Source: an optimization exercise on an open RTL-to-GDS flow (aim: a short achievable clock period and few clock cycles per item). Production flows keep margins and buffers that such runs may drop.
In this exercise RTL edits were held to simulation tests only and were not proved equivalent to the original.
No run shown here takes its clock network from TritonCTS; it comes from the design's own scripts or RTL.
No driver is modelled on the clock port, so clock power and skew are understated where the tree is cut down; a real chip needs a root buffer or a tree.
Power and IR drop assume default switching activity.

`config.mk`:
```
export PLATFORM = sky130hd
export DESIGN_NAME = mem_issue_sched
export DESIGN_NICKNAME = mem_issue_sched
export VERILOG_FILES = /design/flow/design.v
export SDC_FILE = /design/flow/constraint.sdc
export NUM_CORES = 4
export LEC_CHECK = 0
export ABC_CLOCK_PERIOD_IN_PS = 1500
export CAP_MARGIN = 20
export CORE_MARGIN = 2
export CORE_UTILIZATION = 35
export SETUP_SLACK_MARGIN = 5
export SLEW_MARGIN = 20
```
`flow/mktree.tcl`:
```
# Manual two-level clock tree: clock port -> NROOT root buffers -> leaf buffers -> flip-flops.
# Leaves come from recursive bisection of the flip-flops by location, roots from bisection of leaves.
proc ct_bisect {items maxn} {
  # items: list of {x y payload}; returns list of groups
  if {[llength $items] <= $maxn} { return [list $items] }
  set xs [lmap it $items {lindex $it 0}]
  set ys [lmap it $items {lindex $it 1}]
  set dx [expr {[tcl::mathfunc::max {*}$xs] - [tcl::mathfunc::min {*}$xs]}]
  set dy [expr {[tcl::mathfunc::max {*}$ys] - [tcl::mathfunc::min {*}$ys]}]
  set idx [expr {$dx >= $dy ? 0 : 1}]
  set s [lsort -real -index $idx $items]
  set h [expr {[llength $s] / 2}]
  return [concat [ct_bisect [lrange $s 0 [expr {$h - 1}]] $maxn] [ct_bisect [lrange $s $h end] $maxn]]
}
proc ct_split {items n} {
  # split into exactly n groups of near-equal size by recursive cuts across the longer side
  if {$n <= 1} { return [list $items] }
  set xs [lmap it $items {lindex $it 0}]
  set ys [lmap it $items {lindex $it 1}]
  set dx [expr {[tcl::mathfunc::max {*}$xs] - [tcl::mathfunc::min {*}$xs]}]
  set dy [expr {[tcl::mathfunc::max {*}$ys] - [tcl::mathfunc::min {*}$ys]}]
  set idx [expr {$dx >= $dy ? 0 : 1}]
  set s [lsort -real -index $idx $items]
  set m [expr {$n / 2}]
  set h [expr {int(round(double([llength $s]) * $m / $n))}]
  return [concat [ct_split [lrange $s 0 [expr {$h - 1}]] $m] [ct_split [lrange $s $h end] [expr {$n - $m}]]]
}
proc ct_centroid {items} {
  set sx 0; set sy 0
  foreach it $items { set sx [expr {$sx + [lindex $it 0]}]; set sy [expr {$sy + [lindex $it 1]}] }
  set n [llength $items]
  return [list [expr {int($sx / $n)}] [expr {int($sy / $n)}]]
}
proc ct_out {inst} {
  foreach it [$inst getITerms] { if {[$it isOutputSignal]} { return $it } }
  error "no output on [$inst getName]"
}
proc ct_in {inst} {
  foreach it [$inst getITerms] { if {[$it isInputSignal]} { return $it } }
  error "no input on [$inst getName]"
}
proc ct_build {leafmax nroot leafcell rootcell} {
  set block [ord::get_db_block]
  set db [ord::get_db]
  set clknet [$block findNet clock]
  set sinks {}
  foreach it [$clknet getITerms] {
    set inst [$it getInst]
    set bb [$inst getBBox]
    lappend sinks [list [expr {([$bb xMin] + [$bb xMax]) / 2}] [expr {([$bb yMin] + [$bb yMax]) / 2}] $it]
  }
  puts "CT sinks [llength $sinks]"
  set lmaster [$db findMaster $leafcell]
  set rmaster [$db findMaster $rootcell]
  set groups [ct_split $sinks [expr {([llength $sinks] + $leafmax - 1) / $leafmax}]]
  puts "CT leaves [llength $groups]"
  set leaves {}
  set i 0
  foreach g $groups {
    set c [ct_centroid $g]
    set inst [odb::dbInst_create $block $lmaster "ctleaf_$i"]
    set w [$lmaster getWidth]
    $inst setLocation [expr {[lindex $c 0] - $w / 2}] [lindex $c 1]
    $inst setPlacementStatus PLACED
    set net [odb::dbNet_create $block "ctleafnet_$i"]
    $net setSigType CLOCK
    foreach s $g { set it [lindex $s 2]; $it disconnect; $it connect $net }
    [ct_out $inst] connect $net
    lappend leaves [list [lindex $c 0] [lindex $c 1] [ct_in $inst]]
    incr i
  }
  set rgroups [ct_split $leaves $nroot]
  set j 0
  foreach g $rgroups {
    set c [ct_centroid $g]
    set inst [odb::dbInst_create $block $rmaster "ctroot_$j"]
    $inst setLocation [expr {[lindex $c 0] - [$rmaster getWidth] / 2}] [lindex $c 1]
    $inst setPlacementStatus PLACED
    set net [odb::dbNet_create $block "ctrootnet_$j"]
    $net setSigType CLOCK
    foreach s $g { [lindex $s 2] connect $net }
    [ct_out $inst] connect $net
    [ct_in $inst] connect $clknet
    incr j
  }
  $clknet setSigType CLOCK
  puts "CT roots $j"
}
```
`flow/run.sh`:
```
#!/bin/bash
# Standard ORFS layout, except that the clock tree is built by flow/pre_cts.tcl (a shallow,
# balanced two-level tree) instead of TritonCTS. make's output goes to standard.log; each ORFS
# step keeps its own log under orfs/logs.
set -euo pipefail
here=$(pwd)
bash standard.sh PRE_CTS_TCL="$here/flow/pre_cts.tcl" finish > "$here/standard.log" 2>&1
```
`flow/mvbuf.tcl`:
```
# Move each output port's flip-flop and buffer part of the way towards the port's pin, with the
# buffer right next to the flip-flop: the flip-flop drives a short wire, the (stronger) buffer the
# rest of the way to the pin, and the flip-flop's own input wire grows only by the distance moved.
# Detailed placement legalises the moved cells afterwards.
proc ob_move {frac} {
  set block [ord::get_db_block]
  set n 0
  foreach bt [$block getBTerms] {
    if {[$bt getIoType] ne "OUTPUT"} continue
    set net [$bt getNet]
    if {$net eq "NULL"} continue
    set drv ""
    foreach it [$net getITerms] { if {[$it isOutputSignal]} { set drv $it } }
    if {$drv eq ""} continue
    set buf [$drv getInst]
    set in ""
    foreach it [$buf getITerms] { if {[$it isInputSignal]} { set in $it } }
    if {$in eq ""} continue
    set n2 [$in getNet]
    if {$n2 eq "NULL" || [llength [$n2 getITerms]] != 2} continue
    set src ""
    foreach it [$n2 getITerms] { if {[$it isOutputSignal]} { set src $it } }
    if {$src eq ""} continue
    set ff [$src getInst]
    set bb [$bt getBBox]
    set px [expr {([$bb xMin] + [$bb xMax]) / 2}]
    set py [expr {([$bb yMin] + [$bb yMax]) / 2}]
    set loc [$ff getLocation]
    set fx [expr {int([lindex $loc 0] + $frac * ($px - [lindex $loc 0]))}]
    set fy [expr {int([lindex $loc 1] + $frac * ($py - [lindex $loc 1]))}]
    $ff setLocation $fx $fy
    $buf setLocation [expr {$fx + [[$ff getMaster] getWidth]}] $fy
    incr n
  }
  puts "moved $n output flip-flops and buffers"
}
```
`design.v`:
```
module mem_issue_sched #(
  parameter int NLD = 4,
  parameter int NST = 4
) (
  input  logic        clock,
  input  logic        resetn,
  input  logic        alloc_valid,
  input  logic        alloc_store,
  input  logic [31:0] alloc_address,
  input  logic [31:0] alloc_data,
  input  logic [4:0]  alloc_dst,
  output logic        rs_lok,
  output logic        rs_sok,
  output logic        rs_free,
  output logic        mem_req,
  output logic        mem_we,
  output logic [31:0] mem_addr,
  output logic [31:0] mem_wdata,
  input  logic        mem_ack,
  input  logic [31:0] mem_rdata,
  output logic [63:0] out_databus,
  output logic        write_databus,
  output logic [4:0]  out_dst,
  output logic [31:0] out_dst_data,
  output logic        write_dst
);
  localparam int NQ = NLD + NST + 1;   
  localparam int NU = NLD + NST;
  logic        q_st   [NQ];
  logic [31:0] q_addr [NQ];
  logic [31:0] q_data [NQ];
  logic [4:0]  q_dst  [NQ];
  logic [NQ-1:0]  rp_l;                
  logic [NQ-1:0]  wp_l;                
  logic [NU-1:0]  u_l;                 
  logic [NLD-1:0] ld_l;                
  logic [NST-1:0] st_l;                
  logic           acc_q, acc_ld_q, acc_st_q, xfern_q, clp_q, csp_q;
  logic [NQ-1:0]  rp;
  logic [NQ-1:0]  wp;
  logic [NU-1:0]  u;
  logic [NLD-1:0] ld;
  logic [NST-1:0] st;
  logic           lokn_q, sokn_q;      
  logic           hvn_q, ge2_q;        
  logic           cln_q, cs_q;         
  logic        mem_req_q, mem_we_q;
  logic [31:0] mem_addr_q, mem_wdata_q;
  logic        write_databus_q, write_dst_q;
  logic        cmp_st_q, cmp_ld_q;
  logic [31:0] cmp_addr_q, out_dst_data_q;
  logic [4:0]  out_dst_q;
  logic        rs_lok_q, rs_sok_q, rs_free_q;
  logic acc, acc_ld, acc_st, xfer, comp;
  logic ld_full, st_full, free_if_idle;
  logic        cu_st, nx_st;
  logic [31:0] cu_addr, cu_data, nx_addr, nx_data;
  logic [4:0]  cu_dst;
  logic        m0_st, m1_st, m2_st;
  logic [31:0] m0_addr, m0_data, m1_addr, m1_data, m2_addr, m2_data;
  logic [4:0]  m0_dst, m1_dst;
  logic        tk_st, ht_st;
  logic [31:0] tk_addr, tk_data, ht_addr, ht_data;
  always_comb begin
    wp = acc_q ? {wp_l[NQ-2:0], wp_l[NQ-1]} : wp_l;
    for (int k = 0; k < NU; k++)
      u[k] = (acc_q && xfern_q) ? ((k == 0) ? 1'b1 : u_l[k-1])
           : (!xfern_q && !acc_q) ? ((k == NU - 1) ? 1'b0 : u_l[k+1])
           : u_l[k];
    for (int k = 0; k < NLD; k++)
      ld[k] = (acc_ld_q && !clp_q) ? ((k == 0) ? 1'b1 : ld_l[k-1])
            : (clp_q && !acc_ld_q) ? ((k == NLD - 1) ? 1'b0 : ld_l[k+1])
            : ld_l[k];
    for (int k = 0; k < NST; k++)
      st[k] = (acc_st_q && !csp_q) ? ((k == 0) ? 1'b1 : st_l[k-1])
            : (csp_q && !acc_st_q) ? ((k == NST - 1) ? 1'b0 : st_l[k+1])
            : st_l[k];
    acc_ld = alloc_valid & ~alloc_store & ~lokn_q;
    acc_st = alloc_valid & alloc_store & ~sokn_q;
    acc    = alloc_valid & (alloc_store ? ~sokn_q : ~lokn_q);
    xfer   = ~hvn_q & mem_ack;
    comp   = ~cln_q | cs_q;
    ld_full = (ld[NLD-1] | (ld[NLD-2] & acc_ld)) & cln_q;
    st_full = (st[NST-1] | (st[NST-2] & acc_st)) & ~cs_q;
    free_if_idle = (~ld[0] & ~st[0]) | (comp & ~ld[1] & ~st[1] & (ld[0] ^ st[0]));
    rp = xfern_q ? rp_l : {rp_l[NQ-2:0], rp_l[NQ-1]};
    m0_st   = 1'b0;
    m0_addr = '0;
    m0_data = '0;
    m0_dst  = '0;
    m1_st   = 1'b0;
    m1_addr = '0;
    m1_data = '0;
    m1_dst  = '0;
    m2_st   = 1'b0;
    m2_addr = '0;
    m2_data = '0;
    for (int i = 0; i < NQ; i++) begin
      if (rp_l[i]) begin
        m0_st   = m0_st   | q_st[i];
        m0_addr = m0_addr | q_addr[i];
        m0_data = m0_data | q_data[i];
        m0_dst  = m0_dst  | q_dst[i];
      end
      if (rp_l[(i + NQ - 1) % NQ]) begin
        m1_st   = m1_st   | q_st[i];
        m1_addr = m1_addr | q_addr[i];
        m1_data = m1_data | q_data[i];
        m1_dst  = m1_dst  | q_dst[i];
      end
      if (rp_l[(i + NQ - 2) % NQ]) begin
        m2_st   = m2_st   | q_st[i];
        m2_addr = m2_addr | q_addr[i];
        m2_data = m2_data | q_data[i];
      end
    end
    cu_st   = xfern_q ? m0_st   : m1_st;
    cu_addr = xfern_q ? m0_addr : m1_addr;
    cu_data = xfern_q ? m0_data : m1_data;
    cu_dst  = xfern_q ? m0_dst  : m1_dst;
    nx_st   = xfern_q ? m1_st   : m2_st;
    nx_addr = xfern_q ? m1_addr : m2_addr;
    nx_data = xfern_q ? m1_data : m2_data;
    tk_st   = ge2_q ? nx_st   : alloc_store;
    tk_addr = ge2_q ? nx_addr : alloc_address;
    tk_data = ge2_q ? nx_data : alloc_data;
    ht_st   = ~hvn_q ? cu_st   : alloc_store;
    ht_addr = ~hvn_q ? cu_addr : alloc_address;
    ht_data = ~hvn_q ? cu_data : alloc_data;
  end
  always_ff @(posedge clock) begin
    for (int i = 0; i < NQ; i++)
      if (wp[i]) begin
        q_st[i]   <= alloc_store;
        q_addr[i] <= alloc_address;
        q_data[i] <= alloc_data;
        q_dst[i]  <= alloc_dst;
      end
  end
  always_ff @(posedge clock) begin
    mem_we_q       <= mem_ack ? tk_st   : ht_st;
    mem_addr_q     <= mem_ack ? tk_addr : ht_addr;
    mem_wdata_q    <= mem_ack ? tk_data : ht_data;
    cmp_st_q       <= cu_st;
    cmp_ld_q       <= ~cu_st;
    cmp_addr_q     <= cu_addr;
    out_dst_q      <= cu_dst;
    out_dst_data_q <= mem_rdata;
  end
  always_ff @(posedge clock) begin
    if (!resetn) begin
      wp_l            <= NQ'(1);
      rp_l            <= NQ'(1);
      u_l             <= '0;
      ld_l            <= '0;
      st_l            <= '0;
      acc_q           <= 1'b0;
      acc_ld_q        <= 1'b0;
      acc_st_q        <= 1'b0;
      xfern_q         <= 1'b1;
      clp_q           <= 1'b0;
      csp_q           <= 1'b0;
      lokn_q          <= 1'b0;
      sokn_q          <= 1'b0;
      hvn_q           <= 1'b1;
      ge2_q           <= 1'b0;
      cln_q           <= 1'b1;
      cs_q            <= 1'b0;
      mem_req_q       <= 1'b0;
      write_databus_q <= 1'b0;
      write_dst_q     <= 1'b0;
      rs_lok_q        <= 1'b1;
      rs_sok_q        <= 1'b1;
      rs_free_q       <= 1'b1;
    end else begin
      wp_l            <= wp;
      rp_l            <= rp;
      u_l             <= u;
      ld_l            <= ld;
      st_l            <= st;
      acc_q           <= acc;
      acc_ld_q        <= acc_ld;
      acc_st_q        <= acc_st;
      xfern_q         <= ~xfer;
      clp_q           <= ~cln_q;
      csp_q           <= cs_q;
      lokn_q          <= ld_full;
      sokn_q          <= st_full;
      hvn_q           <= ~(acc | u[1] | (u[0] & ~mem_ack));
      ge2_q           <= u[2] | (u[1] & (acc | ~mem_ack)) | (u[0] & acc & ~mem_ack);
      cln_q           <= ~(xfer & ~cu_st);
      cs_q            <= xfer & cu_st;
      mem_req_q       <= acc | u[1] | (u[0] & ~mem_ack);
      write_databus_q <= xfer;
      write_dst_q     <= xfer & ~cu_st;
      rs_lok_q        <= ~ld_full;
      rs_sok_q        <= ~st_full;
      rs_free_q       <= ~acc & free_if_idle;
    end
  end
  assign rs_lok        = rs_lok_q;
  assign rs_sok        = rs_sok_q;
  assign rs_free       = rs_free_q;
  assign mem_req       = mem_req_q;
  assign mem_we        = mem_we_q;
  assign mem_addr      = mem_addr_q;
  assign mem_wdata     = mem_wdata_q;
  assign write_databus = write_databus_q;
  assign out_databus   = {14'h0, cmp_st_q, cmp_ld_q, 16'h0, cmp_addr_q};
  assign write_dst     = write_dst_q;
  assign out_dst       = out_dst_q;
  assign out_dst_data  = out_dst_data_q;
endmodule
```
`constraint.sdc`:
```
create_clock -name core_clock -period 6.5 [get_ports {clock}]
set_input_delay 1.3000 -clock core_clock [delete_from_list [all_inputs] [get_ports {clock}]]
set_output_delay 1.3000 -clock core_clock [all_outputs]
set_load 0.01 [all_outputs]
```
`standard.sh`:
```
#!/bin/bash
# synth_recipe.tcl (not shown) runs the flow's synth.tcl, then flattens the netlist and writes it again
# the make line also repeats each setting of config.mk as NAME=value (left out here)
make -C /OpenROAD-flow-scripts/flow DESIGN_CONFIG=/design/flow/config.mk WORK_HOME=/design/flow/orfs CLKGATE_MAP_FILE= SYNTH_SCRIPT=/design/flow/synth_recipe.tcl "${@:-finish}"
```
`flow/pre_cts.tcl`:
```
# Runs before ORFS's CTS step: moves each output port's flip-flop half way towards its pin with
# the port's buffer next to it; builds a two-level clock tree by hand (clock port -> 4 root
# inverters -> leaf inverters of at most 26 flip-flops each; two inversions, so the flip-flops
# see the clock's own polarity); and turns ORFS's calls to repair_clock_inverters and
# clock_tree_synthesis into no-ops (the first would clone the leaf inverters per flip-flop), so
# the rest of the step (legalisation, timing repair) runs as usual.
source [file join [file dirname [info script]] mktree.tcl]
source [file join [file dirname [info script]] mvbuf.tcl]
ob_move 0.5
ct_build 26 4 sky130_fd_sc_hd__inv_12 sky130_fd_sc_hd__inv_16
proc repair_clock_inverters {args} { puts "repair_clock_inverters skipped: manual clock tree built" }
proc clock_tree_synthesis {args} { puts "clock_tree_synthesis skipped: manual clock tree built" }
```
==> results.yml, run 1 <==
run_status:
  outcome: "no timing/DRC/antenna violations"
grt:
  grt_antenna_before_repair: 5
  grt_overflow: 0
  track_usage: 0.293
  grt_max_degree: 84
  grt_pass1_vias: 30600
  grt_pass1_wl_mm: 228
cells_and_area:
  final_util: 0.485
  drive_gt1_frac: 0.367
  fin_nets: 3326
  area_delta_synth_final_pct: 38.0
pwr:
  ir_drop_mv: 0.232
  leakage_nw: 16.9
  finalPower_mw: 10.1
  p_per_area_nw_per_um2: 201
worst_setup_path:
  slowest_stage: "or3b_4"
  critPathMaxStageDelay_ns: 0.45
  path_max_fanout: 5
  cp.arrival_ns: 2.59
  crit_chain: "buf_16 -> buf_16 -> or3b_4 -> a221oi_2 -> nand3_1 -> o2111a_1"
  crit_path_end_kind: "flop"
  startpoint_type: "input pin"
  required_ns: 6.61
  critPathBufInv: 2
  path_common_cell: "buf_16"
  critical_path_class: "in -> reg"
  critPathTopFamily: "simple AND/OR/NAND/NOR gates"
synthesis:
  synth-edff-count: 630
  synth_cells: 2752
  ys.flop_type: "edfxtp_1"
  ys_ff_latch: 818
  ys_seq_area_frac: 0.625
  netlist_area_sq_um: 36300
  async_reset_ff_frac: 0
  yosys_warnings: 5
  syn_avg_cell_area_sq_um: 13.2
  ys_types: 55
hold_path:
  hp-class: "reg -> reg"
clocking:
  insertion_delay_ns: 0.25
  clk_transition_reported_paths_ns: 0.09
sta:
  period_minus_slack_ns: 2.47
  relSlewSlack: 0.425
  clock_skew_ns: 0.0229
  tns_ns: 0
  final-hold-violation-count: 0
  period_share: 0.380
  fmax_mhz: 405
  setup_viol: 0
  rsz0062_at_grt: "yes"
  worst_pin_slew_ns: 0.862
  drv_slew: 0
floorplanning:
  die-width_um: 326
  num_rows: 118
  core_area_sq_um: 103000
  die_h_um: 326
  dieArea_sq_um: 106000
  initial_core_util: 0.352
  io-pin-count: 278
place:
  io_buffers: 247
  hpwl_mm: 54.6
  place_congestion: 0.828
drt:
  firstDrtPassIters: 10
  vias_per_cell: 7.13
  routed_wl_mm: 170
  drc_errors: 0
  ant_nets: 0
  drt_iter0_drc: 7566
  num_vias: 32800
  wl_per_cell_um: 36.9
flow_run:
  cap_violations: 0
-- synth_stat cells (all sizes together) (2+ instances only) --
library cell / count / area share
edfxtp: 630 / 0.52
a22oi: 419 / 0.087
buf: 232 / 0.037
dfxtp: 188 / 0.10
a22o: 142 / 0.034
a222oi: 135 / 0.037
a221oi: 130 / 0.031
nand2: 110 / 0.011
a21oi: 95 / 0.013
clkbuf: 76 / 0.0079
and4: 63 / 0.015
o21ai: 61 / 0.0084
inv: 57 / 0.0059
nand3: 45 / 0.0062
nand4: 33 / 0.0057
a2bb2oi: 32 / 0.0077
nor2: 32 / 0.0034
o311a: 32 / 0.0088
a32oi: 31 / 0.0075
a31oi: 30 / 0.0052
and3: 30 / 0.0052
mux2i: 25 / 0.0069
a211o: 23 / 0.0055
o221a: 23 / 0.0071
and2: 16 / 0.0028
mux2: 12 / 0.0037
a2111oi: 6 / 0.0014
nand2b: 5 / 0.00086
o2111a: 5 / 0.0016
nor2b: 4 / 0.00069
a21o: 3 / 0.00062
ha: 3 / 0.0010
o21a: 3 / 0.00062
or2: 3 / 0.00052
nor3: 2 / 0.00028
nor3b: 2 / 0.00041
o31ai: 2 / 0.00041
or3: 2 / 0.00034
-- layout make-up --
class,instances,area [sq um]
flip-flops and latches,818,22900
diodes,2,5.00
well taps,1380,1730
repair buffers,626,9800
repair inverters,3,45.0
inverters,93,840
fillers,8585,53100
multi-input cells,1675,14800
-- metrics by stage --
step           setup WS (ns)  std cells  instance area (sq um)  hold WS (ns)
3_3_place_gp            2.49       4123                  39800         0.440
4_1_cts                 3.78       4525                  48300         0.426
5_1_grt                 4.01       4596                  50100         0.505
2_1_floorplan           4.15       2781                  37100         0.401
6_report                4.03       4597                  50100         0.483
3_5_place_dp            2.45       4123                  39800         0.441
-- layer usage --
layer | track usage | up-vias | part of all wire
met5 | 0 | - | 0
met4 | 0.169 | 0 | 0.075
met3 | 0.0771 | 785 | 0.15
met2 | 0.448 | 3309 | 0.44
met1 | 0.375 | 16000 | 0.34
li1 | - | 12700 | -
-- registers in the layout, summed over array words and instances, names as in the netlist, 4 cells and up --
signal          flops
mem_addr_q         32
st_l                4
q_data            288
q_dst              45
rp_l                9
u_l                 8
q_st                9
out_dst_q           5
wp_l                9
out_dst_data_q     32
cmp_addr_q         32
mem_wdata_q        32
q_addr            288
ld_l                4
-- placed cells by master (no fill, tap or decap), drive strengths merged, types with 3 or more instances in the layout --
cell	n
o2111a	5
conb	30
a31oi	30
a22oi	419
nand3	45
o21ai	61
nor2b	5
ha	3
buf	603
o221a	23
a2111oi	6
and3	31
nand2	110
a22o	142
a211o	23
a2bb2oi	32
mux2	83
edfxtp	630
nand4	33
a32oi	31
or2	3
nand2b	5
a21oi	95
o311a	32
bufbuf	12
dfxtp	188
a21o	3
clkbuf	11
and4	63
o21a	3
mux2i	25
inv	94
and2	17
a222oi	135
a221oi	130
nor2	34
-- timing repair --
item | CTS | global route
hold buffers | 0 | 0
endpoints found under the setup margin | 1590 | 892
gates cloned | 132 | 22
pin swaps | 107 | 96
resized for setup | 1890 | 208
hold endpoints to repair | 0 | 0
buffers inserted | 234 | 48
-- final timing paths --
kind | start | endpoint | slack, ns | cells past startpoint
setup reg to reg | hvn_q | mem_wdata_q[4] | 4.10 | 5
hold reg to reg | cln_q | rs_lok_q | 0.48 | 1
setup / recovery | mem_ack | mem_wdata_q[4] | 4.03 | 6
hold / removal | cln_q | rs_lok_q | 0.48 | 1
-- kinds of logic after synthesis --
kind of cell    after synthesis  share of synthesized area
compound gates             1177                      0.259
fa+ha+maj                     3                    0.00103
buf+inv                     365                     0.0512
flops                       818                      0.625
mux                          37                     0.0106
other cells                   1                   0.000103
simple gates                351                     0.0538
-- where the power goes --
part | leakage [nW] | total (mW) | internal [mW] | switching (mW)
clock network | 0.273 | 2.17 | 0.298 | 1.87
registers | 7.36 | 6.05 | 5.88 | 0.164
logic | 9.22 | 1.87 | 0.961 | 0.907
total | 16.9 | 10.1 | 7.14 | 2.94
Testbench counts, summed over its fixed seeds: cycles 3,216, items 3,200.
==> run 2: changes to the inputs <==
==> flow/mvbuf.tcl (replaced) <==
# Move each output port's buffer next to the flip-flop that drives it, so the flip-flop drives a
# short wire and the (stronger) buffer drives the long wire to the pin. Detailed placement
# legalises the moved buffers afterwards.
proc ob_move {} {
  set block [ord::get_db_block]
  set n 0
  foreach bt [$block getBTerms] {
    if {[$bt getIoType] ne "OUTPUT"} continue
    set net [$bt getNet]
    if {$net eq "NULL"} continue
    set drv ""
    foreach it [$net getITerms] { if {[$it isOutputSignal]} { set drv $it } }
    if {$drv eq ""} continue
    set buf [$drv getInst]
    set in ""
    foreach it [$buf getITerms] { if {[$it isInputSignal]} { set in $it } }
    if {$in eq ""} continue
    set n2 [$in getNet]
    if {$n2 eq "NULL" || [llength [$n2 getITerms]] != 2} continue
    set src ""
    foreach it [$n2 getITerms] { if {[$it isOutputSignal]} { set src $it } }
    if {$src eq ""} continue
    set ff [$src getInst]
    set loc [$ff getLocation]
    $buf setLocation [expr {[lindex $loc 0] + [[$ff getMaster] getWidth]}] [lindex $loc 1]
    incr n
  }
  puts "moved $n output buffers next to their drivers"
}
==> flow/pre_cts.tcl (replaced) <==
# Runs before ORFS's CTS step: builds a two-level clock tree by hand (clock port -> 4 root
# inverters -> leaf inverters of at most 26 flip-flops each; two inversions, so the flip-flops
# see the clock's own polarity), moves each output port's buffer next to the flip-flop driving
# it, and turns ORFS's calls to repair_clock_inverters and clock_tree_synthesis into no-ops (the
# first would clone the leaf inverters per flip-flop), so the rest of the step (legalisation,
# timing repair) runs as usual.
source [file join [file dirname [info script]] mktree.tcl]
source [file join [file dirname [info script]] mvbuf.tcl]
ct_build 26 4 sky130_fd_sc_hd__inv_12 sky130_fd_sc_hd__inv_16
ob_move
proc repair_clock_inverters {args} { puts "repair_clock_inverters skipped: manual clock tree built" }
proc clock_tree_synthesis {args} { puts "clock_tree_synthesis skipped: manual clock tree built" }
--- a/config.mk
+++ b/config.mk
@@ -10,3 +10,3 @@
 export CORE_MARGIN = 2
-export CORE_UTILIZATION = 35
+export CORE_UTILIZATION = 40
 export SETUP_SLACK_MARGIN = 5
==> run 2 against run 1 <==
Against the previous run: clock skew fell by 0.0012 ns; wire length rose by 5.4%; sequential cell count did not move; sequential power barely moved; clock power barely moved; synthesized cell count did not move; highest routed layer is now met5; design area rose by 1.5%; first-iteration DRC count rose by 12%; critical endpoint is now mem_addr_q[20]; combinational power rose by 2%; final cell count fell by 3.6%; global-route usage rose by 4.9 points.
==> results.yml, run 2 <==
cells_and_area:
  fillers: 6723
  design_area_sq_um: 50800
  area_delta_synth_final_pct: 40.0
  top_regs: "q_addr (288), q_data (288), q_dst (45)"
  mostFrequentLayoutCells: "630 x edfxtp_1, 398 x a22oi_1, 215 x buf_6"
  drive_gt1_frac: 0.361
  layout_commonest_cell: "edfxtp_1"
  fin_nets: 3359
synthesis:
  ys_seq_area_frac: 0.625
  synthTopCellsByArea: "edfxtp_1 52%, dfxtp_1 10%, a22oi_1 8.7%"
  syn_avg_cell_area_sq_um: 13.2
  synthMostInstantiatedCell: "edfxtp_1"
  synth-edff-count: 630
  synth_top_area_cell: "edfxtp_1"
  yosysTopAreaCellShare: 0.521
  yosys-top-cells-count: "630 x edfxtp_1, 419 x a22oi_1, 188 x dfxtp_1"
  ys_ff_latch: 818
  ys_types: 55
  yosys_warnings: 5
  async_reset_ff_frac: 0
  ys.flop_type: "edfxtp_1"
  netlist_area_sq_um: 36300
  synth_cells: 2752
sta:
  final-hold-violation-count: 0
  drv_slew: 0
  setup_viol: 0
  rsz0062_at_grt: "yes"
  fmax_mhz: 415
  relSlewSlack: 0.412
  period_share: 0.371
  period_minus_slack_ns: 2.41
  worst_pin_slew_ns: 0.881
  clock_skew_ns: 0.0217
  tns_ns: 0
  final.setup.worst_slack_ns: 4.09
  fin_worst_hold_slack_ns: 0.462
run_status:
  outcome: "no timing/DRC/antenna violations"
worst_setup_path:
  critPathTopFamily: "compound AO/OA/AOI/OAI gates"
  cp.arrival_ns: 2.56
  critPathBufInv: 1
  crit_path_end_kind: "flop"
  critPathMaxStageDelay_ns: 0.70
  required_ns: 6.66
  crit_chain: "buf_16 -> o21ai_2 -> a2bb2oi_1 -> o311a_1"
  startpoint_type: "input pin"
  path_max_fanout: 10
  slowest_stage: "o21ai_2"
  critical_path_class: "in -> reg"
drt:
  drt_iter0_drc: 8474
  wl_met2_mm: 73.9
  m1WireLength_mm: 55.7
  dr.max_layer_used: "met5"
  routed_wl_mm: 179
  firstDrtPassIters: 14
  vias_per_cell: 7.75
  drc_errors: 0
  wl_per_cell_um: 40.4
  num_vias: 34300
  route.met3.wl_mm: 32.0
  ant_nets: 0
pwr:
  netSwitchingFraction: 0.292
  leakage_nw: 17.3
  clkPwrFrac: 0.212
  p_comb_frac: 0.189
  finalPower_mw: 10.1
  p_int_mw: 7.16
  ir_drop_mv: 0.244
  switching_power_mw: 2.95
  power_frac_seq: 0.599
  p_per_area_nw_per_um2: 199
grt:
  grt_pass1_vias: 31700
  grt_overflow: 0
  grt_max_degree: 88
  grt_pass1_wl_mm: 232
  track_usage: 0.342
  grt_antenna_before_repair: 9
flow_run:
  cap_violations: 0
place:
  pre_cts_slack_ns: 2.63
  dpl_cell_area_sq_um: 39500
  place_congestion: 0.862
  io_buffers: 247
  hpwl_mm: 55.8
floorplanning:
  die_h_um: 305
  io-pin-count: 278
  core_area_sq_um: 90000
  dieArea_sq_um: 93200
  initial_core_util: 0.403
  num_rows: 110
  die-width_um: 305
clocking:
  ctsHoldBuffers: 0
  insertion_delay_ns: 0.23
  clk_transition_reported_paths_ns: 0.10
hold_path:
  hp-class: "reg -> reg"
-- run 2: layout make-up --
class                   instances  area (sq um)  share of cell area
flip-flops and latches        818         22900               0.451
multi-input cells            1670         14400               0.283
repair buffers                665         11200               0.220
well taps                    1176          1470              0.0289
inverters                      93           832              0.0164
repair inverters                2          32.5            0.000640
diodes                          7          17.5            0.000345
-- run 2: repair_timing --
item                       4_1_cts  5_1_grt
setup endpoints to repair     1590      872
cloned                         161       32
resized for setup             1919      162
pin swaps                       94       81
setup buffers                  202       73
-- run 2: final timing paths --
kind            from              end  slack [ns]  cells after the start
max reg2reg    hvn_q  mem_wdata_q[31]        4.19                      5
min            cln_q         rs_lok_q        0.46                      1
min reg2reg    cln_q         rs_lok_q        0.46                      1
max          mem_ack   mem_addr_q[20]        4.09                      4
-- run 2: kinds of logic after synthesis --
logic type / synth area share
DFF: 0.625
AOI/OAI and AO/OA: 0.259
and+or+nand+nor: 0.0538
muxes: 0.0106
other: 0.000103
buffers and inverters: 0.0512
adders and majority gates: 0.00103
-- run 2: routing by layer --
metal / vias up / global-route usage
met5: - / 0
met2: 4078 / 0.520
met4: 8 / 0.212
met3: 1217 / 0.117
met1: 16300 / 0.418
li1: 12800 / -
-- run 2: through the flow --
| step | instances | utilization |
|---|---|---|
| after global routing | 4425 | 0.565 |
| after detailed placement | 3920 | 0.439 |
| after floorplan | 2781 | - |
| after CTS | 4319 | 0.541 |
| final | 4431 | 0.565 |
| after global placement | 3920 | 0.439 |
-- run 2: power groups by stage --
stage | registers, mW | clock network (mW) | logic [mW]
2_1_floorplan | 6.15 | 0 | 0.565
3_3_place_gp | 6.19 | 0 | 1.07
3_5_place_dp | 6.19 | 0 | 1.09
4_1_cts | 6.16 | 1.57 | 1.67
5_1_grt | 6.07 | 2.34 | 1.95
6_report | 6.05 | 2.14 | 1.91
==> run 3: changes to the inputs <==
--- a/design.v
+++ b/design.v
@@ -32,4 +32,3 @@
   logic [4:0]  q_dst  [NQ];
-  logic [NQ-1:0]  rp_l;                
-  logic [NQ-1:0]  wp_l;                
+  logic [NQ-1:0]  wp_q, rp_q;          
   logic [NU-1:0]  u_l;                 
@@ -38,4 +37,2 @@
   logic           acc_q, acc_ld_q, acc_st_q, xfern_q, clp_q, csp_q;
-  logic [NQ-1:0]  rp;
-  logic [NQ-1:0]  wp;
   logic [NU-1:0]  u;
@@ -44,3 +41,2 @@
   logic           lokn_q, sokn_q;      
-  logic           hvn_q, ge2_q;        
   logic           cln_q, cs_q;         
@@ -55,12 +51,12 @@
   logic ld_full, st_full, free_if_idle;
-  logic        cu_st, nx_st;
-  logic [31:0] cu_addr, cu_data, nx_addr, nx_data;
-  logic [4:0]  cu_dst;
-  logic        m0_st, m1_st, m2_st;
-  logic [31:0] m0_addr, m0_data, m1_addr, m1_data, m2_addr, m2_data;
-  logic [4:0]  m0_dst, m1_dst;
-  logic        tk_st, ht_st;
+  logic        hn_st;
+  logic [31:0] hn_addr, hn_data;
+  logic [4:0]  hd_dst;
+  logic        nx_st_q, r1_st, r2_st;
+  logic [31:0] nx_addr_q, nx_data_q, r1_addr, r1_data, r2_addr, r2_data;
+  logic [4:0]  nx_dst_q, r1_dst, r2_dst;
+  logic        tk_st, ht_st, cu_st;
   logic [31:0] tk_addr, tk_data, ht_addr, ht_data;
+  logic [4:0]  tk_dst, ht_dst;
   always_comb begin
-    wp = acc_q ? {wp_l[NQ-2:0], wp_l[NQ-1]} : wp_l;
     for (int k = 0; k < NU; k++)
@@ -80,3 +76,3 @@
     acc    = alloc_valid & (alloc_store ? ~sokn_q : ~lokn_q);
-    xfer   = ~hvn_q & mem_ack;
+    xfer   = u[0] & mem_ack;
     comp   = ~cln_q | cs_q;
@@ -85,46 +81,33 @@
     free_if_idle = (~ld[0] & ~st[0]) | (comp & ~ld[1] & ~st[1] & (ld[0] ^ st[0]));
-    rp = xfern_q ? rp_l : {rp_l[NQ-2:0], rp_l[NQ-1]};
-    m0_st   = 1'b0;
-    m0_addr = '0;
-    m0_data = '0;
-    m0_dst  = '0;
-    m1_st   = 1'b0;
-    m1_addr = '0;
-    m1_data = '0;
-    m1_dst  = '0;
-    m2_st   = 1'b0;
-    m2_addr = '0;
-    m2_data = '0;
+    r1_st   = 1'b0;
+    r1_addr = '0;
+    r1_data = '0;
+    r1_dst  = '0;
+    r2_st   = 1'b0;
+    r2_addr = '0;
+    r2_data = '0;
+    r2_dst  = '0;
     for (int i = 0; i < NQ; i++) begin
-      if (rp_l[i]) begin
-        m0_st   = m0_st   | q_st[i];
-        m0_addr = m0_addr | q_addr[i];
-        m0_data = m0_data | q_data[i];
-        m0_dst  = m0_dst  | q_dst[i];
+      if (rp_q[(i + NQ - 1) % NQ]) begin
+        r1_st   = r1_st   | q_st[i];
+        r1_addr = r1_addr | q_addr[i];
+        r1_data = r1_data | q_data[i];
+        r1_dst  = r1_dst  | q_dst[i];
       end
-      if (rp_l[(i + NQ - 1) % NQ]) begin
-        m1_st   = m1_st   | q_st[i];
-        m1_addr = m1_addr | q_addr[i];
-        m1_data = m1_data | q_data[i];
-        m1_dst  = m1_dst  | q_dst[i];
-      end
-      if (rp_l[(i + NQ - 2) % NQ]) begin
-        m2_st   = m2_st   | q_st[i];
-        m2_addr = m2_addr | q_addr[i];
-        m2_data = m2_data | q_data[i];
+      if (rp_q[(i + NQ - 2) % NQ]) begin
+        r2_st   = r2_st   | q_st[i];
+        r2_addr = r2_addr | q_addr[i];
+        r2_data = r2_data | q_data[i];
+        r2_dst  = r2_dst  | q_dst[i];
       end
     end
-    cu_st   = xfern_q ? m0_st   : m1_st;
-    cu_addr = xfern_q ? m0_addr : m1_addr;
-    cu_data = xfern_q ? m0_data : m1_data;
-    cu_dst  = xfern_q ? m0_dst  : m1_dst;
-    nx_st   = xfern_q ? m1_st   : m2_st;
-    nx_addr = xfern_q ? m1_addr : m2_addr;
-    nx_data = xfern_q ? m1_data : m2_data;
-    tk_st   = ge2_q ? nx_st   : alloc_store;
-    tk_addr = ge2_q ? nx_addr : alloc_address;
-    tk_data = ge2_q ? nx_data : alloc_data;
-    ht_st   = ~hvn_q ? cu_st   : alloc_store;
-    ht_addr = ~hvn_q ? cu_addr : alloc_address;
-    ht_data = ~hvn_q ? cu_data : alloc_data;
+    cu_st = ~hn_st;
+    tk_st   = u[1] ? nx_st_q   : alloc_store;
+    tk_addr = u[1] ? nx_addr_q : alloc_address;
+    tk_data = u[1] ? nx_data_q : alloc_data;
+    tk_dst  = u[1] ? nx_dst_q  : alloc_dst;
+    ht_st   = u[0] ? ~hn_st   : alloc_store;
+    ht_addr = u[0] ? ~hn_addr : alloc_address;
+    ht_data = u[0] ? ~hn_data : alloc_data;
+    ht_dst  = u[0] ? hd_dst   : alloc_dst;
   end
@@ -132,3 +115,3 @@
     for (int i = 0; i < NQ; i++)
-      if (wp[i]) begin
+      if (wp_q[i]) begin
         q_st[i]   <= alloc_store;
@@ -143,6 +126,21 @@
     mem_wdata_q    <= mem_ack ? tk_data : ht_data;
+    hn_st          <= ~(mem_ack ? tk_st   : ht_st);
+    hn_addr        <= ~(mem_ack ? tk_addr : ht_addr);
+    hn_data        <= ~(mem_ack ? tk_data : ht_data);
+    hd_dst         <= mem_ack ? tk_dst : ht_dst;
+    if (u[0] & mem_ack) begin
+      nx_st_q   <= (u[1] & ~u[2]) ? alloc_store   : r2_st;
+      nx_addr_q <= (u[1] & ~u[2]) ? alloc_address : r2_addr;
+      nx_data_q <= (u[1] & ~u[2]) ? alloc_data    : r2_data;
+      nx_dst_q  <= (u[1] & ~u[2]) ? alloc_dst     : r2_dst;
+    end else begin
+      nx_st_q   <= (u[0] & ~u[1]) ? alloc_store   : r1_st;
+      nx_addr_q <= (u[0] & ~u[1]) ? alloc_address : r1_addr;
+      nx_data_q <= (u[0] & ~u[1]) ? alloc_data    : r1_data;
+      nx_dst_q  <= (u[0] & ~u[1]) ? alloc_dst     : r1_dst;
+    end
     cmp_st_q       <= cu_st;
-    cmp_ld_q       <= ~cu_st;
-    cmp_addr_q     <= cu_addr;
-    out_dst_q      <= cu_dst;
+    cmp_ld_q       <= hn_st;
+    cmp_addr_q     <= ~hn_addr;
+    out_dst_q      <= hd_dst;
     out_dst_data_q <= mem_rdata;
@@ -151,4 +149,4 @@
     if (!resetn) begin
-      wp_l            <= NQ'(1);
-      rp_l            <= NQ'(1);
+      wp_q            <= NQ'(1);
+      rp_q            <= NQ'(1);
       u_l             <= '0;
@@ -164,4 +162,2 @@
       sokn_q          <= 1'b0;
-      hvn_q           <= 1'b1;
-      ge2_q           <= 1'b0;
       cln_q           <= 1'b1;
@@ -175,4 +171,4 @@
     end else begin
-      wp_l            <= wp;
-      rp_l            <= rp;
+      if (acc)  wp_q  <= {wp_q[NQ-2:0], wp_q[NQ-1]};
+      if (xfer) rp_q  <= {rp_q[NQ-2:0], rp_q[NQ-1]};
       u_l             <= u;
@@ -188,4 +184,2 @@
       sokn_q          <= st_full;
-      hvn_q           <= ~(acc | u[1] | (u[0] & ~mem_ack));
-      ge2_q           <= u[2] | (u[1] & (acc | ~mem_ack)) | (u[0] & acc & ~mem_ack);
       cln_q           <= ~(xfer & ~cu_st);
--- a/flow/mktree.tcl
+++ b/flow/mktree.tcl
@@ -33,10 +33,2 @@
 }
-proc ct_out {inst} {
-  foreach it [$inst getITerms] { if {[$it isOutputSignal]} { return $it } }
-  error "no output on [$inst getName]"
-}
-proc ct_in {inst} {
-  foreach it [$inst getITerms] { if {[$it isInputSignal]} { return $it } }
-  error "no input on [$inst getName]"
-}
 proc ct_build {leafmax nroot leafcell rootcell} {
@@ -67,4 +59,4 @@
     foreach s $g { set it [lindex $s 2]; $it disconnect; $it connect $net }
-    [ct_out $inst] connect $net
-    lappend leaves [list [lindex $c 0] [lindex $c 1] [ct_in $inst]]
+    [$inst findITerm X] connect $net
+    lappend leaves [list [lindex $c 0] [lindex $c 1] [$inst findITerm A]]
     incr i
@@ -81,4 +73,4 @@
     foreach s $g { [lindex $s 2] connect $net }
-    [ct_out $inst] connect $net
-    [ct_in $inst] connect $clknet
+    [$inst findITerm X] connect $net
+    [$inst findITerm A] connect $clknet
     incr j
==> flow/pre_cts.tcl (replaced) <==
# Runs before ORFS's CTS step: builds a two-level clock tree by hand (clock port -> 4 root
# buffers -> leaf buffers of at most 26 flip-flops each), moves each output port's buffer next
# to the flip-flop driving it, and turns ORFS's call to clock_tree_synthesis into a no-op, so the
# rest of the step (legalisation, timing repair) runs as usual.
source [file join [file dirname [info script]] mktree.tcl]
source [file join [file dirname [info script]] mvbuf.tcl]
ct_build 26 4 sky130_fd_sc_hd__clkbuf_16 sky130_fd_sc_hd__buf_16
ob_move
proc clock_tree_synthesis {args} { puts "clock_tree_synthesis skipped: manual clock tree built" }
==> run 3 against run 2 <==
Against the previous run: still clean on timing, DRC and antenna; sequential power grew 18%; critical path depth grew 5; design area shrank 9.5%; synthesized cell count shrank 12%; via count shrank 24%; clock skew grew 0.026 ns; core utilization shrank 5.2 points; register-to-register slack lost 0.03 ns; maximum frequency grew 0.57%; total power grew 18%; synthesized area shrank 0.80%; worst hold slack lost 0.10 ns; critical path type unchanged; largest power group unchanged.
==> results.yml, run 3 <==
cells_and_area:
  drive_gt1_frac: 0.310
  mostFrequentLayoutCells: "635 x edfxtp_1, 280 x a22oi_1, 210 x a222oi_1"
  final_util: 0.513
  top_regs: "q_addr (288), q_data (288), q_dst (45)"
  regArea_sq_um: 25700
  area_delta_synth_final_pct: 27.6
  design_area_sq_um: 46000
  layout_commonest_cell: "edfxtp_1"
  multiInputGateArea_sq_um: 10100
  fillers: 7192
  fin_nets: 2828
  fin_cells: 3894
grt:
  grt_antenna_before_repair: 1
  met2_usage: 0.398
  grt_overflow: 0
  track_usage: 0.251
  met1_usage: 0.338
  grt_pass1_vias: 25400
  met3_usage: 0.0494
  grt-busiest-layer: "met2"
  grt_pass1_wl_mm: 174
  grt_max_degree: 77
drt:
  firstDrtPassIters: 9
  num_vias: 26100
  wl_per_cell_um: 32.6
  drc_errors: 0
  drt_iter0_drc: 5081
  routed_wl_mm: 127
  ant_nets: 0
  vias_per_cell: 6.70
floorplanning:
  initial_core_util: 0.402
  core_area_sq_um: 89600
  die_h_um: 304
  num_rows: 110
  io-pin-count: 278
  die-width_um: 304
  dieArea_sq_um: 92500
sta:
  fmax_mhz: 417
  relSlewSlack: 0.460
  fin_worst_hold_slack_ns: 0.357
  final-hold-violation-count: 0
  setup_viol: 0
  rsz0062_at_grt: "yes"
  worst_pin_slew_ns: 0.810
  period_minus_slack_ns: 2.40
  drv_slew: 0
  clock_skew_ns: 0.0473
  tns_ns: 0
  period_share: 0.369
  final.setup.worst_slack_ns: 4.10
synthesis:
  async_reset_ff_frac: 0
  ys_ff_latch: 956
  synth-edff-count: 635
  yosysTopAreaCellShare: 0.529
  yosys-top-cells-count: "635 x edfxtp_1, 321 x dfxtp_1, 280 x a22oi_1"
  netlist_area_sq_um: 36000
  synthMostInstantiatedCell: "edfxtp_1"
  yosys_warnings: 5
  synth_top_area_cell: "edfxtp_1"
  ys_seq_area_frac: 0.708
  ys.flop_type: "edfxtp_1"
  synth_cells: 2428
  ys_types: 48
  synthTopCellsByArea: "edfxtp_1 53%, dfxtp_1 18%, a222oi_1 5.8%"
  syn_avg_cell_area_sq_um: 14.8
worst_setup_path:
  worstReg2RegEnd: "mem_addr_q[1]"
  critPathBufInv: 7
  cp_num_cells: 9
  path_max_fanout: 8
  critPathTopFamily: "buffers and inverters"
  rrSetupSlack_ns: 4.16
  critical_path_class: "in -> reg"
  path_common_cell: "buf_12"
  startpoint_type: "input pin"
  startpoint: "mem_ack"
  worstSetupEndpoint: "mem_addr_q[1]"
  required_ns: 6.82
  r2r_start: "xfern_q"
  rr_worst_depth: 9
  cp.arrival_ns: 2.72
  crit_path_end_kind: "flop"
  critPathMaxStageDelay_ns: 0.19
  slowest_stage: "o221a_1"
  crit_chain: "buf_16 -> buf_4 -> buf_8 -> o21ai_4 -> buf_12 -> buf_12 -> buf_12 -> buf_16 -> o221a_1"
flow_run:
  cap_violations: 0
clocking:
  insertion_delay_ns: 0.42
  clk_transition_reported_paths_ns: 0.10
run_status:
  outcome: "no timing/DRC/antenna violations"
pwr:
  finalPower_mw: 11.9
  p_int_mw: 9.00
  power_frac_seq: 0.596
  leakage_nw: 16.1
  netSwitchingFraction: 0.245
  clkPwrFrac: 0.244
  p_comb_frac: 0.160
  ir_drop_mv: 0.167
  p_per_area_nw_per_um2: 259
  switching_power_mw: 2.92
place:
  place_congestion: 0.765
  io_buffers: 247
  hpwl_mm: 51.3
  dp_cells: 3664
  pre_cts_slack_ns: 2.01
  dpl_cell_area_sq_um: 39400
hold_path:
  hp-class: "reg -> reg"
run 3: cell count changes after synthesis, sizes merged, moves of 46 or more:
cell    change
a22o      -142
o221ai     +61
clkbuf     +50
a22oi     -139
dfxtp     +133
o21ai      -46
and4       -63
inv        +55
buf       -112
a222oi     +75
nand3     +100
a21oi      -93
run 3: final cells by class:
| cell class | count | share of cell area |
|---|---|---|
| antenna | 1 | 0.0000544 |
| buffer | 41 | 0.0225 |
| inverter | 112 | 0.00944 |
| multi-input combinational | 1153 | 0.220 |
| sequential | 956 | 0.560 |
| tap | 1176 | 0.0320 |
| timing repair buffer | 455 | 0.156 |
run 3: layer usage:
metal  up-vias  wire length [um]
met5         -                 0
met4         0              6470
met3       311             15900
met2      1895             57900
met1     13200             46800
li1      10700                 -
run 3: how the worst min path moves through the flow:
| stage | depth (start not counted) | slack, ns | endpoint | startpoint |
|---|---|---|---|---|
| after floorplan | 0 | 0.32 | out_dst_q[0] | hd_dst[0] |
| after global routing | 0 | 0.36 | out_dst_q[0] | hd_dst[0] |
| after global placement | 0 | 0.33 | out_dst_q[3] | hd_dst[3] |
| after CTS | 0 | 0.33 | out_dst_q[2] | hd_dst[2] |
| after detailed placement | 0 | 0.33 | out_dst_q[2] | hd_dst[2] |
| final | 0 | 0.36 | out_dst_q[4] | hd_dst[4] |
run 3: what timing repair did:
action                                   CTS  global route
buffers inserted                          98            30
gates resized for setup                 1795            80
endpoints found under the hold margin      0             0
endpoints found under the setup margin  1471           680
pin swaps                                107           104
hold buffers                               0             0
cloned                                    56             4
run 3: cells by family (layout without fill, tap and decap cells):
| group | count (synthesis) | after routing | synth area share |
|---|---|---|---|
| flip-flops | 956 | 956 | 0.708 |
| multiplexers | 51 | 51 | 0.0146 |
| other | 1 | 31 | 0.000104 |
| AO/OA/AOI/OAI | 782 | 786 | 0.191 |
| buffers and inverters | 358 | 608 | 0.0479 |
| AND/OR/NAND/NOR | 277 | 283 | 0.0379 |
| adder cells (fa/ha/maj) | 3 | 3 | 0.00104 |
run 3: power by group through the flow:
stage	sequential (mW)	combinational (mW)	clock (mW)
3_5_place_dp	7.24	1.11	0
3_3_place_gp	7.24	1.08	0
2_1_floorplan	7.20	0.597	0
5_1_grt	7.14	1.98	3.15
6_report	7.11	1.90	2.91
4_1_cts	7.25	1.78	2.19
Testbench counts of run 3, summed over its fixed seeds: cycles 3,216, items 3,200.
==> run 4: changes to the inputs <==
==> flow/pre_cts.tcl (replaced) <==
# Runs before ORFS's CTS step: builds a two-level clock tree by hand (clock port -> 4 root
# buffers -> leaf buffers of at most 20 flip-flops each) and turns ORFS's call to
# clock_tree_synthesis into a no-op, so the rest of the step (legalisation, timing repair) runs
# as usual on this tree.
source [file join [file dirname [info script]] mktree.tcl]
ct_build 20 4 sky130_fd_sc_hd__clkbuf_16 sky130_fd_sc_hd__clkbuf_16
proc clock_tree_synthesis {args} { puts "clock_tree_synthesis skipped: manual clock tree built" }
removed: flow/mvbuf.tcl
==> run 4 against run 3 <==
Against the previous run: sequential share of layout area is 0.080 points lower; design area is 0.31% higher; synthesized cell count stayed put; largest power group unchanged.
==> results.yml, run 4 <==
cells_and_area:
  area_delta_synth_final_pct: 28.0
  fin_nets: 2836
  top_regs: "q_addr (288), q_data (288), q_dst (45)"
  drive_gt1_frac: 0.317
  layout_commonest_cell: "edfxtp_1"
  num_antenna_cells: 0
  fillers: 7226
  mostFrequentLayoutCells: "635 x edfxtp_1, 280 x a22oi_1, 210 x a222oi_1"
synthesis:
  ys.flop_type: "edfxtp_1"
  synthXorXnorAreaFrac: 0
  synth_adder_area_share: 0.00104
  synthMostInstantiatedCell: "edfxtp_1"
  netlist_area_sq_um: 36000
  ys_seq_area_frac: 0.708
  yosys-top-cells-count: "635 x edfxtp_1, 321 x dfxtp_1, 280 x a22oi_1"
  synth_top_family_by_area: "compound AO/OA/AOI/OAI gates"
  synth-edff-count: 635
  synth-simple-area-share: 0.0379
  synth_cells: 2428
  ys_ff_latch: 956
  synth_mux_area_frac: 0.0146
  synth_top_area_cell: "edfxtp_1"
  synthTopCellsByArea: "edfxtp_1 53%, dfxtp_1 18%, a222oi_1 5.8%"
  ys_types: 48
  yosysTopAreaCellShare: 0.529
  synth-compound-area-share: 0.191
  async_reset_ff_frac: 0
  yosys_warnings: 5
  syn_avg_cell_area_sq_um: 14.8
clocking:
  clk_transition_reported_paths_ns: 0.09
  ctsHoldBuffers: 0
  insertion_delay_ns: 0.44
sta:
  fmax_mhz: 416
  final-hold-violation-count: 0
  setup_viol: 0
  drv_slew: 0
  rsz0062_at_grt: "yes"
  tns_ns: 0
  period_share: 0.370
  worst_pin_slew_ns: 0.809
  relSlewSlack: 0.461
  clock_skew_ns: 0.0176
  period_minus_slack_ns: 2.40
flow_run:
  cap_violations: 0
drt:
  num_vias: 26300
  drt_iter0_drc: 4790
  routed_wl_mm: 128
  vias_per_cell: 6.73
  wl_per_cell_um: 32.8
  firstDrtPassIters: 12
  drc_errors: 0
  ant_nets: 0
place:
  hpwl_mm: 51.3
  place_congestion: 0.765
  io_buffers: 247
worst_setup_path:
  rrSetupSlack_ns: 4.22
  crit_path_end_kind: "flop"
  required_ns: 6.84
  cp.arrival_ns: 2.74
  path_max_fanout: 7
  critical_path_class: "in -> reg"
  startpoint_type: "input pin"
pwr:
  finalPower_mw: 12.2
  p_per_area_nw_per_um2: 265
  ir_drop_mv: 0.187
  leakage_nw: 16.1
hold_path:
  hp-class: "reg -> reg"
grt:
  grt_antenna_before_repair: 0
  track_usage: 0.245
  grt_overflow: 0
  grt_pass1_wl_mm: 171
  grt_max_degree: 77
  grt_pass1_vias: 25700
floorplanning:
  dieArea_sq_um: 92500
  initial_core_util: 0.402
  die-width_um: 304
  num_rows: 110
  die_h_um: 304
  io-pin-count: 278
  core_area_sq_um: 89600
run_status:
  outcome: "no timing/DRC/antenna violations"
## run 4: layout make-up
cell class	count	area, sq um	area share
inverter	112	437	0.00947
tap	1176	1470	0.0319
multi-input combinational	1153	10200	0.221
sequential	956	25800	0.559
timing repair buffer	452	6930	0.150
buffer	52	1300	0.0282
## run 4: metal layers
layer	up-vias	share of wire	global-route usage	wire (um)
met3	293	0.12	0.0388	15900
li1	10700	-	-	-
met1	13300	0.37	0.333	47600
met4	0	0.046	0.0938	5870
met5	-	0	0	0
met2	1970	0.46	0.395	58400
## run 4: cell families after synthesis
logic type      Yosys count
compound gates          782
buf+inv                 358
other cells               1
flops                   956
mux                      51
simple gates            277
fa+ha+maj                 3
## run 4: worst paths after layout
check	end	cells after the start	startpoint
max	nx_addr_q[10]	8	mem_ack
min	out_dst_q[2]	0	hd_dst[2]
max reg2reg	nx_dst_q[4]	5	rp_q[0]
min reg2reg	out_dst_q[2]	0	hd_dst[2]
## run 4: worst max-delay path, stage by stage
cell and delay, ns:
buf_16 0.11, nor2b_4 0.05, o221a_4 0.28, or2_4 0.29, buf_12 0.16, buf_12 0.13, clkbuf_16 0.16, a222oi_1 0.23
## run 4: power breakdown
group	internal (mW)	switching [mW]
clock network	1.42	1.82
registers	6.86	0.283
logic	0.941	0.888
total	9.22	2.99
## run 4: repair_timing
action,in CTS,in global routing
gates resized for setup,1727,122
cloned,44,9
pin swaps,89,120
hold endpoints to repair,0,0
buffers inserted,95,37
setup endpoints to repair,1471,687
## run 4: metrics by stage
stage / util / hold WS, ns / setup WS [ns] / cell area (sq um) / std cells
2_1_floorplan: - / 0.323 / 4.00 / 36700 / 2457
6_report: 0.515 / 0.351 / 4.10 / 46100 / 3901
3_5_place_dp: 0.440 / 0.331 / 2.01 / 39400 / 3664
4_1_cts: 0.500 / 0.331 / 3.72 / 44800 / 3855
5_1_grt: 0.515 / 0.361 / 4.08 / 46100 / 3901
3_3_place_gp: 0.440 / 0.334 / 2.11 / 39400 / 3664

[static timing again, ports no longer ideal]
In the flow no input, the clock included, has a driving cell. The finished layouts below were timed again as built, in two steps. Step 1 assumes that a clkbuf_16 drives the clock port and a buf_2 every other input. Step 2 times the ports against the registers' clock, not the clock port: input delays grow and output delays shrink by t, the midpoint of the rising clock arrivals with the driver on. Three values: ideal ports, drivers, drivers and shift; two values: the first two.
run | shift t [ns] | setup WS [ns] | hold slack, ns | latest minus earliest clock arrival (ns)
run 1 | 0.493 | 4.028 / 3.960 / 3.467 | 0.483 / 0.484 / 0.484 | 0.025 / 0.024
run 2 | 0.488 | 4.090 / 4.005 / 3.517 | 0.462 / 0.463 / 0.463 | 0.022 / 0.022
run 3 | 0.546 | 4.104 / 4.157 / 3.628 | 0.357 / 0.357 / 0.357 | 0.049 / 0.049
run 4 | 0.577 | 4.096 / 4.113 / 3.566 | 0.351 / 0.351 / 0.351 | 0.021 / 0.021
After both steps setup and hold are still met in every run listed. For run 2, which loses most, drivers alone change the setup slack by -0.085 ns; drivers and shift together by -0.573 ns.
